This design comes from an exercise in tuning for small area on the open sky130 flow, not from production work.
Only simulation tests tie the RTL to the original design; equivalence was not proved.

==> inputs of build 69 <==
==> flow/design.v <==
module regfile_param #(
    parameter int W       = 64,
    parameter int AW      = 5,
    parameter int NRD     = 2,
    parameter bit ZERO_EN = 1'b1,
    parameter bit BYPASS  = 1'b1,
    parameter bit W32_EN  = 1'b1
) (
    input  logic              i_clk,
    input  logic              i_rst,
    input  logic [NRD*AW-1:0] i_raddr,
    output logic [NRD*W-1:0]  o_rout,
    input  logic              i_we,
    input  logic [AW-1:0]     i_wreg,
    input  logic [W-1:0]      i_data,
    input  logic              i_is32,
    output logic              o_ready
);
    localparam int NREG = 31;
    logic [W-1:0]    r_mem [NREG];
    logic [5:0]      r_cnt;
    logic            w_ready;
    logic            w_hi_ok;      
    logic [W-1:0]    w_wdat;       
    logic            w_wr_ok;      
    logic [3:0]      w_wpre_hi;    
    logic [7:0]      w_wpre_lo;    
    logic [NREG-1:0] w_row_we [2];     
    logic [NREG-1:0] w_row_hold [2];   
    logic [W-1:0]    w_mem_d [NREG];
    assign w_ready = r_cnt[5];
    assign o_ready = w_ready;
    always_ff @(posedge i_clk) begin
        if (i_rst)
            r_cnt <= '0;
        else if (!w_ready)
            r_cnt <= r_cnt + 6'd1;
    end
    assign w_hi_ok = w_ready && !i_is32;
    for (genvar b = 0; b < W; b++) begin : g_wdat
        if (b < 32) begin : g_lo
            rf_and2 u_and (.i_a(w_ready), .i_b(i_data[b]), .o_y(w_wdat[b]));
        end else begin : g_hi
            rf_and2 u_and (.i_a(w_hi_ok), .i_b(i_data[b]), .o_y(w_wdat[b]));
        end
    end
    assign w_wr_ok = i_we && w_ready && (i_wreg != 5'd31);
    always_comb begin
        for (int j = 0; j < 4; j++)
            w_wpre_hi[j] = !w_ready || (i_we && (i_wreg[4:3] == 2'(j)));
        for (int m = 0; m < 8; m++)
            w_wpre_lo[m] = !w_ready || (i_wreg[2:0] == 3'(m));
    end
    for (genvar h = 0; h < 2; h++) begin : g_half
        for (genvar i = 0; i < NREG; i++) begin : g_we
            rf_and2 u_we (.i_a(w_wpre_hi[i/8]), .i_b(w_wpre_lo[i%8]),
                          .o_y(w_row_we[h][i]));
            rf_or2  u_hold (.i_a(!w_wpre_hi[i/8]), .i_b(!w_wpre_lo[i%8]),
                            .o_y(w_row_hold[h][i]));
        end
    end
    for (genvar i = 0; i < NREG; i++) begin : g_row
        for (genvar b = 0; b < W; b++) begin : g_bit
            rf_ao22 u_st (.i_a1(r_mem[i][b]), .i_a2(w_row_hold[b/32][i]),
                          .i_b1(w_wdat[b]), .i_b2(w_row_we[b/32][i]),
                          .o_y(w_mem_d[i][b]));
        end
    end
    always_ff @(posedge i_clk) begin
        for (int i = 0; i < NREG; i++)
            r_mem[i] <= w_mem_d[i];
    end
    generate
        for (genvar k = 0; k < NRD; k++) begin : g_rd
            logic [AW-1:0]   w_ra;
            logic            w_hit;
            logic [1:0]      w_byp;
            logic            w_en;
            logic [3:0]      w_pre_hi;
            logic [7:0]      w_pre_lo;
            logic [NREG-1:0] w_sel [2];
            logic [W-1:0]    w_rdata;
            assign w_ra  = i_raddr[k*AW +: AW];
            assign w_hit = (i_wreg == w_ra);
            rf_and2 u_byp0 (.i_a(w_wr_ok), .i_b(w_hit), .o_y(w_byp[0]));
            rf_and2 u_byp1 (.i_a(w_wr_ok), .i_b(w_hit), .o_y(w_byp[1]));
            assign w_en = w_ready && !(w_wr_ok && w_hit);
            for (genvar j = 0; j < 4; j++) begin : g_pre_hi
                rf_and2 u_pre (.i_a(w_ra[4] == j[1]), .i_b(w_ra[3] == j[0]),
                               .o_y(w_pre_hi[j]));
            end
            for (genvar m = 0; m < 8; m++) begin : g_pre_lo
                rf_and4 u_pre (.i_a(w_ra[2] == m[2]), .i_b(w_ra[1] == m[1]),
                               .i_c(w_ra[0] == m[0]), .i_d(w_en), .o_y(w_pre_lo[m]));
            end
            for (genvar h = 0; h < 2; h++) begin : g_half
                for (genvar i = 0; i < NREG; i++) begin : g_sel
                    rf_and2 u_sel (.i_a(w_pre_hi[i/8]), .i_b(w_pre_lo[i%8]),
                                   .o_y(w_sel[h][i]));
                end
            end
            for (genvar b = 0; b < W; b++) begin : g_bit
                logic [NREG:0] w_d;
                for (genvar i = 0; i < NREG; i++) begin : g_d
                    assign w_d[i] = r_mem[i][b];
                end
                assign w_d[NREG] = w_wdat[b];
                rf_rdbit u_bit (.i_s({w_byp[b/32], w_sel[b/32]}), .i_d(w_d),
                                .o_y(w_rdata[b]));
            end
            assign o_rout[k*W +: W] = w_rdata;
        end
    endgenerate
endmodule
module rf_rdbit (
    input  logic [31:0] i_s,
    input  logic [31:0] i_d,
    output logic        o_y
);
    logic [11:0] w_n;
    for (genvar g = 0; g < 10; g++) begin : g_aoi
        rf_aoi222 u_aoi (.i_a(i_s[3*g +: 3]), .i_b(i_d[3*g +: 3]), .o_y(w_n[g]));
    end
    rf_nand2 u_nand_30 (.i_a(i_s[30]), .i_b(i_d[30]), .o_y(w_n[10]));
    rf_nand2 u_nand_31 (.i_a(i_s[31]), .i_b(i_d[31]), .o_y(w_n[11]));
    assign o_y = ~(&w_n);
endmodule
module rf_aoi222 (
    input  logic [2:0] i_a,
    input  logic [2:0] i_b,
    output logic       o_y
);
    assign o_y = ~|(i_a & i_b);
endmodule
module rf_nand2 (
    input  logic i_a,
    input  logic i_b,
    output logic o_y
);
    assign o_y = ~(i_a & i_b);
endmodule
module rf_and2 (
    input  logic i_a,
    input  logic i_b,
    output logic o_y
);
    assign o_y = i_a & i_b;
endmodule
module rf_and4 (
    input  logic i_a,
    input  logic i_b,
    input  logic i_c,
    input  logic i_d,
    output logic o_y
);
    assign o_y = i_a & i_b & i_c & i_d;
endmodule
module rf_or2 (
    input  logic i_a,
    input  logic i_b,
    output logic o_y
);
    assign o_y = i_a | i_b;
endmodule
module rf_ao22 (
    input  logic i_a1,
    input  logic i_a2,
    input  logic i_b1,
    input  logic i_b2,
    output logic o_y
);
    assign o_y = (i_a1 & i_a2) | (i_b1 & i_b2);
endmodule
==> flow/flow/run.sh <==
#!/bin/bash
# Standard ORFS layout with: high-fanout drivers upsized before global
# placement (flow/upsize.tcl), a lighter clock tree (no dummy loads, small
# clustered leaf buffers), minimum-size port buffers, and global routing that
# keeps more wiring off met1/met2 (flow/fastroute.tcl).
set -euo pipefail
export CTS_ARGS="-sink_clustering_enable -repair_clock_nets -dont_use_dummy_load -buf_list sky130_fd_sc_hd__clkbuf_8 -sink_clustering_size 18 -sink_clustering_max_diameter 60"
export BUFFER_PORTS_ARGS="-buffer_cell sky130_fd_sc_hd__buf_1"
export PRE_GLOBAL_PLACE_TCL="$PWD/flow/upsize.tcl"
export UPSIZE_MIN_FANOUT=30
export FASTROUTE_TCL="$PWD/flow/fastroute.tcl"
bash standard.sh > standard_flow.log 2>&1
==> flow/flow/fastroute.tcl <==
# Global-routing setup: as the platform's, but with less capacity assumed on
# met1/met2 (which the cells' pins already crowd), so the global router moves
# more wiring to met3/met4 and detailed routing converges faster.
set_global_routing_layer_adjustment $::env(MIN_ROUTING_LAYER)-$::env(MAX_ROUTING_LAYER) 0.2
set_global_routing_layer_adjustment met1 0.5
set_global_routing_layer_adjustment met2 0.4

set_routing_layers -clock $::env(MIN_CLK_ROUTING_LAYER)-$::env(MAX_ROUTING_LAYER)
set_routing_layers -signal $::env(MIN_ROUTING_LAYER)-$::env(MAX_ROUTING_LAYER)
==> flow/flow/upsize.tcl <==
# PRE_GLOBAL_PLACE hook: give every driver of a high-fanout signal net its
# drive-strength-4 variant, so that repair_design sizes rather than buffers
# the long select / write-enable / write-data lines.
set block [ord::get_db_block]
set n 0
foreach net [$block getNets] {
  set sig [$net getSigType]
  if {$sig eq "POWER" || $sig eq "GROUND" || $sig eq "CLOCK"} continue
  set loads 0
  set drv ""
  foreach it [$net getITerms] {
    if {[$it isOutputSignal]} { set drv [$it getInst] } else { incr loads }
  }
  if {$loads < $::env(UPSIZE_MIN_FANOUT) || $drv eq ""} continue
  set m [[$drv getMaster] getName]
  if {[regexp {^(sky130_fd_sc_hd__\w+)_[0-9]+$} $m -> base]} {
    set new "${base}_4"
    if {$new ne $m && [[ord::get_db] findMaster $new] ne "NULL"} {
      replace_cell [$drv getName] $new
      incr n
    }
  }
}
puts "upsize: resized $n drivers"
==> flow/standard.sh <==
#!/bin/bash
# synth_recipe.tcl (not shown) runs the flow's synth.tcl, then flattens the netlist and writes it again
# the make line also repeats each setting of config.mk as NAME=value (left out here)
make -C /OpenROAD-flow-scripts/flow DESIGN_CONFIG=/design/flow/config.mk WORK_HOME=/design/flow/orfs CLKGATE_MAP_FILE= SYNTH_SCRIPT=/design/flow/synth_recipe.tcl "${@:-finish}"
==> flow/config.mk <==
export PLATFORM = sky130hd
export DESIGN_NAME = regfile_param
export DESIGN_NICKNAME = regfile_param
export VERILOG_FILES = /design/flow/design.v
export SDC_FILE = /design/flow/constraint.sdc
export NUM_CORES = 4
export LEC_CHECK = 0
export CAP_MARGIN = 10
export CORE_MARGIN = 2
export CORE_UTILIZATION = 40
export GPL_TIMING_DRIVEN = 0
export PLACE_DENSITY = 0.5
export SLEW_MARGIN = 10
export SYNTH_HIERARCHICAL = 1
export SYNTH_MINIMUM_KEEP_SIZE = 0
==> flow/constraint.sdc <==
create_clock -name core_clock -period 7.0 [get_ports {i_clk}]
set_input_delay 1.4000 -clock core_clock [delete_from_list [all_inputs] [get_ports {i_clk}]]
set_output_delay 1.4000 -clock core_clock [all_outputs]
set_load 0.01 [all_outputs]
==> inputs of build 93, as changes to build 69 <==
--- a/flow/flow/run.sh
+++ b/flow/flow/run.sh
@@ -3,4 +3,4 @@
 # placement (flow/upsize.tcl), a lighter clock tree (no dummy loads, small
-# clustered leaf buffers), minimum-size port buffers, and global routing that
-# keeps more wiring off met1/met2 (flow/fastroute.tcl).
+# clustered leaf buffers), minimum-size port buffers, and a final global
+# route that keeps more wiring off met1/met2 (flow/grt_layers.tcl).
 set -euo pipefail
@@ -10,3 +10,3 @@
 export UPSIZE_MIN_FANOUT=30
-export FASTROUTE_TCL="$PWD/flow/fastroute.tcl"
+export PRE_GLOBAL_ROUTE_TCL="$PWD/flow/grt_layers.tcl"
 bash standard.sh > standard_flow.log 2>&1
==> flow/flow/grt_layers.tcl (new file) <==
# PRE_GLOBAL_ROUTE hook: assume less capacity on met1/met2 (which the cells'
# pins already crowd) for the final global route only, so more wiring goes to
# met3/met4 and detailed routing converges faster. Placement keeps the
# platform's settings.
set_global_routing_layer_adjustment met1 0.5
set_global_routing_layer_adjustment met2 0.4
Settings changed: CORE_UTILIZATION 40 to 45, PLACE_DENSITY 0.5 to not set.
removed: flow/flow/fastroute.tcl
==> inputs of build 20, as changes to build 69 <==
--- a/flow/flow/run.sh
+++ b/flow/flow/run.sh
@@ -9,3 +9,3 @@
 export PRE_GLOBAL_PLACE_TCL="$PWD/flow/upsize.tcl"
-export UPSIZE_MIN_FANOUT=30
+export UPSIZE_MIN_FANOUT=8
 export FASTROUTE_TCL="$PWD/flow/fastroute.tcl"
Settings changed: CAP_MARGIN 10 to 30, SETUP_SLACK_MARGIN set to 0.2, SLEW_MARGIN 10 to 30.
==> inputs of trial 25, as changes to build 69 <==
--- a/flow/flow/run.sh
+++ b/flow/flow/run.sh
@@ -9,3 +9,3 @@
 export PRE_GLOBAL_PLACE_TCL="$PWD/flow/upsize.tcl"
-export UPSIZE_MIN_FANOUT=30
+export UPSIZE_MIN_FANOUT=8
 export FASTROUTE_TCL="$PWD/flow/fastroute.tcl"
Settings changed: CAP_MARGIN 10 to 20, SLEW_MARGIN 10 to 20.
==> notes.md <==
- Trial 25 finished with timing, DRC and antenna clean. Build 69 produced a layout that fails on capacitance limit, slew limit. Build 20 finished with setup timing left. Build 93 completed and failed the layout checks on capacitance limit, slew limit, setup timing.
- Against build 93, the die area of trial 25 is higher by 12%.
- The lowest fmax belongs to build 93, the highest to trial 25.
- In build 93 the routed wire length is smaller than in trial 25, by about 3%.
- Of build 20 and trial 25, build 20 has the higher clock skew (gap 0.0077 ns).
- Sequential share of layout area is about the same in build 69 and trial 25.
- Between build 93 and build 69, the lower non-clock buffer count is in build 69 (gap 2).

port drivers added, routing unchanged:
The flow's constraints put no driver on any port. The routed layouts listed below were extracted and timed again, unchanged, in two steps. Step 1 sets driving cells, clkbuf_16 on the clock port and buf_2 on the other inputs (assumed; they add their load-dependent delay and slew). Step 2 also shifts input and output timing later by t, the mid clock arrival at the registers, as if the neighbouring blocks saw the same clock. Three values: ideal, step 1, step 2; two values: the first two.
run | shift t [ns] | setup slack, ns | pins driven straight from the clock port
build 69 | 1.095 | 0.017 / -0.118 / -0.118 | 1
build 93 | 1.104 | -0.107 / -0.235 / -0.235 | 1
build 20 | 1.084 | -0.075 / -0.242 / -0.242 | 1
trial 25 | 1.105 | 0.118 / -0.048 / -0.048 | 1
The setup slack of build 20, which loses most, moves by -0.167 ns with the drivers and by -0.167 ns with both steps.
